What follows belongs to an exercise in optimizing a design on an open flow for small area, a short achievable clock period and few clock cycles per item; a production flow would make more cautious choices.
In this exercise RTL edits were held to simulation tests only and were not proved equivalent to the original.
No driver is modelled on the clock port, so clocking that relies on it looks cheaper here than on a real chip.
Power is estimated from default activity; no workload was simulated.

job 3700:
## occupancy_grid_rect_fill
module occupancy_grid_rect_fill
(
  input  logic              clk,
  input  logic              rst_n,
  input  logic              cfg_we,
  input  logic [ogrf_pkg::CFG_IW-1:0] cfg_index,
  input  logic [ogrf_pkg::SIZE_W-1:0] cfg_wdata,
  input  logic              in_tvalid,
  output logic              in_tready,
  input  logic [23:0]       in_tdata,    
  input  logic [1:0]        in_tuser,    
  output logic              out_tvalid,
  input  logic              out_tready,
  output logic [7:0]        out_tdata    
);
Settings: LEC_CHECK=0, CAP_MARGIN=20, CORE_MARGIN=2, CORE_UTILIZATION=50, SETUP_SLACK_MARGIN=5, SLEW_MARGIN=20; clock period 8.0 ns.
standard.sh (not shown) runs the stock make flow with config.mk's settings and CLKGATE_MAP_FILE= SYNTH_SCRIPT=/design/flow/synth_recipe.tcl, a recipe that flattens the netlist after the stock synthesis.
==> flow/flow/run.sh <==
#!/bin/bash
# Own layout flow: the standard ORFS flow (standard.sh, standard synthesis
# included), with two changes: clock tree synthesis adds no dummy loads (the
# tree is still balanced over every register), and the resize, clock tree and
# global route steps estimate signal wires on met1/met2 30% more pessimistically
# (flow/rc_scale.tcl) before their repairs. make's full output goes to
# flow_make.log in the work folder; ORFS keeps its per-step logs under orfs/logs.
set -euo pipefail
export CTS_ARGS="-sink_clustering_enable -repair_clock_nets -sink_clustering_size 28 -sink_clustering_max_diameter 74 -dont_use_dummy_load"
RC="$(pwd)/flow/rc_scale.tcl"
export PRE_RESIZE_TCL="$RC" PRE_CTS_TCL="$RC" PRE_GLOBAL_ROUTE_TCL="$RC"
bash standard.sh > flow_make.log 2>&1
==> flow/flow/rc_scale.tcl <==
set rc_k 1.3
set_layer_rc -layer met1 -capacitance [expr {1.72375E-04 * $rc_k}] -resistance [expr {8.929e-04 * $rc_k}]
set_layer_rc -layer met2 -capacitance [expr {1.36233E-04 * $rc_k}] -resistance [expr {8.929e-04 * $rc_k}]
set_wire_rc -signal -layer met1
Job 3700 finished all stages; layout check result: FAIL, due to antenna violations.
Testbench counts of job 3700, summed over its fixed seeds: cycles 3,246, requests 3,200.
The following lists how job 7087 was set up differently from job 3700:
- CORE_UTILIZATION: 50 -> 40
- SETUP_SLACK_MARGIN: 5 -> 4.9
--- outcome ---
Compared job 3700 against job 7087; final cycle utilization of the critical path within noise. Compared job 7087 vs job 3700, and worst setup slack is down in job 7087. Total power after layout was lower in job 7087 than in job 3700. | final area | job 7087 vs job 3700 | ≈ equal |. No crash in job 3700: every stage finished, but the layout fails its final checks due to antenna violations. Both conditions hold for job 7087: the flow ran to the end and the final layout passed the timing, DRC and antenna checks. On job 7087: half-perimeter wire length after placement is 17,000 um lower than what job 3700 gave. Worst setup timing slack at the placement stage: job 7087 vs job 3700, no meaningful difference.
[inputs] job 9353 vs job 7087
- SETUP_SLACK_MARGIN now 5, was 4.9
- SLEW_MARGIN now 10, was 20
- CAP_MARGIN now 10, was 20
Layout checks on job 9353: not met. Flow itself completed; violations: antenna violations. The run with more routed wire is job 9353, not job 7087. Job 7087 → job 9353: met3 routing resource usage after global routing went up by 1.3 points; static leakage held steady. Sort job 7087 and job 9353 by wire length on met1 desc -> top: job 7087. Diff job 9353..job 7087 | number of cells traversed by the worst hold path | negligible. Compared job 9353 against job 7087; total instance count after detailed placement within noise. Synthesized cell count came out exactly the same in job 7087 and job 9353. Diff job 7087..job 9353 | final cell count | negligible. First-pass GRT wire length delta for job 9353 relative to job 7087: about 1% higher. Diff job 7087 and job 9353: shortest clock period the worst path allows after layout higher in job 9353.
Modified inputs, job 5100 compared to job 9353
- CAP_MARGIN changed from 10 to 20
- SLEW_MARGIN changed from 10 to 20
-- flow/flow/run.sh --
<<< job 9353, line 7
# flow_make.log in the work folder; ORFS keeps its per-step logs under orfs/logs.
set -euo pipefail
export CTS_ARGS="-sink_clustering_enable -repair_clock_nets -sink_clustering_size 28 -sink_clustering_max_diameter 74 -dont_use_dummy_load"
RC="$(pwd)/flow/rc_scale.tcl"
export PRE_RESIZE_TCL="$RC" PRE_CTS_TCL="$RC" PRE_GLOBAL_ROUTE_TCL="$RC"
>>> job 5100, line 7
# flow_make.log in the work folder; ORFS keeps its per-step logs under orfs/logs.
set -euo pipefail
export CTS_ARGS="-sink_clustering_enable -repair_clock_nets -sink_clustering_size 25 -sink_clustering_max_diameter 70 -dont_use_dummy_load"
RC="$(pwd)/flow/rc_scale.tcl"
export PRE_RESIZE_TCL="$RC" PRE_CTS_TCL="$RC" PRE_GLOBAL_ROUTE_TCL="$RC"
==> run notes <==
- Job 5100: done, clean on timing, DRC and antenna
- Cmp job 5100 and job 9353 / non-clock buffer count / higher: job 9353
- Measured against each other, job 5100 and job 9353 differ in fraction of area in clock buffers and inverters, the higher figure coming from job 5100.
- Wire: job 5100 routes less than job 9353

-- what the ideal ports hide --
No port has a modelled driver above. Below, the same layouts with a new extraction and two added sets of constraints.
Step 1 assumes that a clkbuf_16 drives the clock port and a buf_2 every other input.
Step 2 moves the port delays by t, midway between the first and last clock arrival at a register: inputs arrive t later, outputs are due t later. That takes back most of the time a late clock gives input paths.
a / b / c = ideal / step 1 / step 2; a / b = the first two.
run | t, ns | setup slack, ns | clock arrival spread, ns | slew at the worst register clock pin (ns) | worst data-port slew with drivers (ns)
job 3700 | 1.075 | 4.951 / 4.844 / 4.142 | 0.117 / 0.117 | 0.12 / 0.12 | 0.08
job 7087 | 1.094 | 4.947 / 4.821 / 4.040 | 0.131 / 0.131 | 0.12 / 0.12 | 0.04
job 9353 | 1.063 | 4.940 / 4.831 / 4.156 | 0.141 / 0.141 | 0.12 / 0.12 | 0.04
job 5100 | 1.060 | 4.946 / 4.831 / 4.143 | 0.146 / 0.147 | 0.11 / 0.11 | 0.04
For job 7087, which loses most, drivers alone change the setup slack by -0.126 ns; drivers and shift together by -0.907 ns.
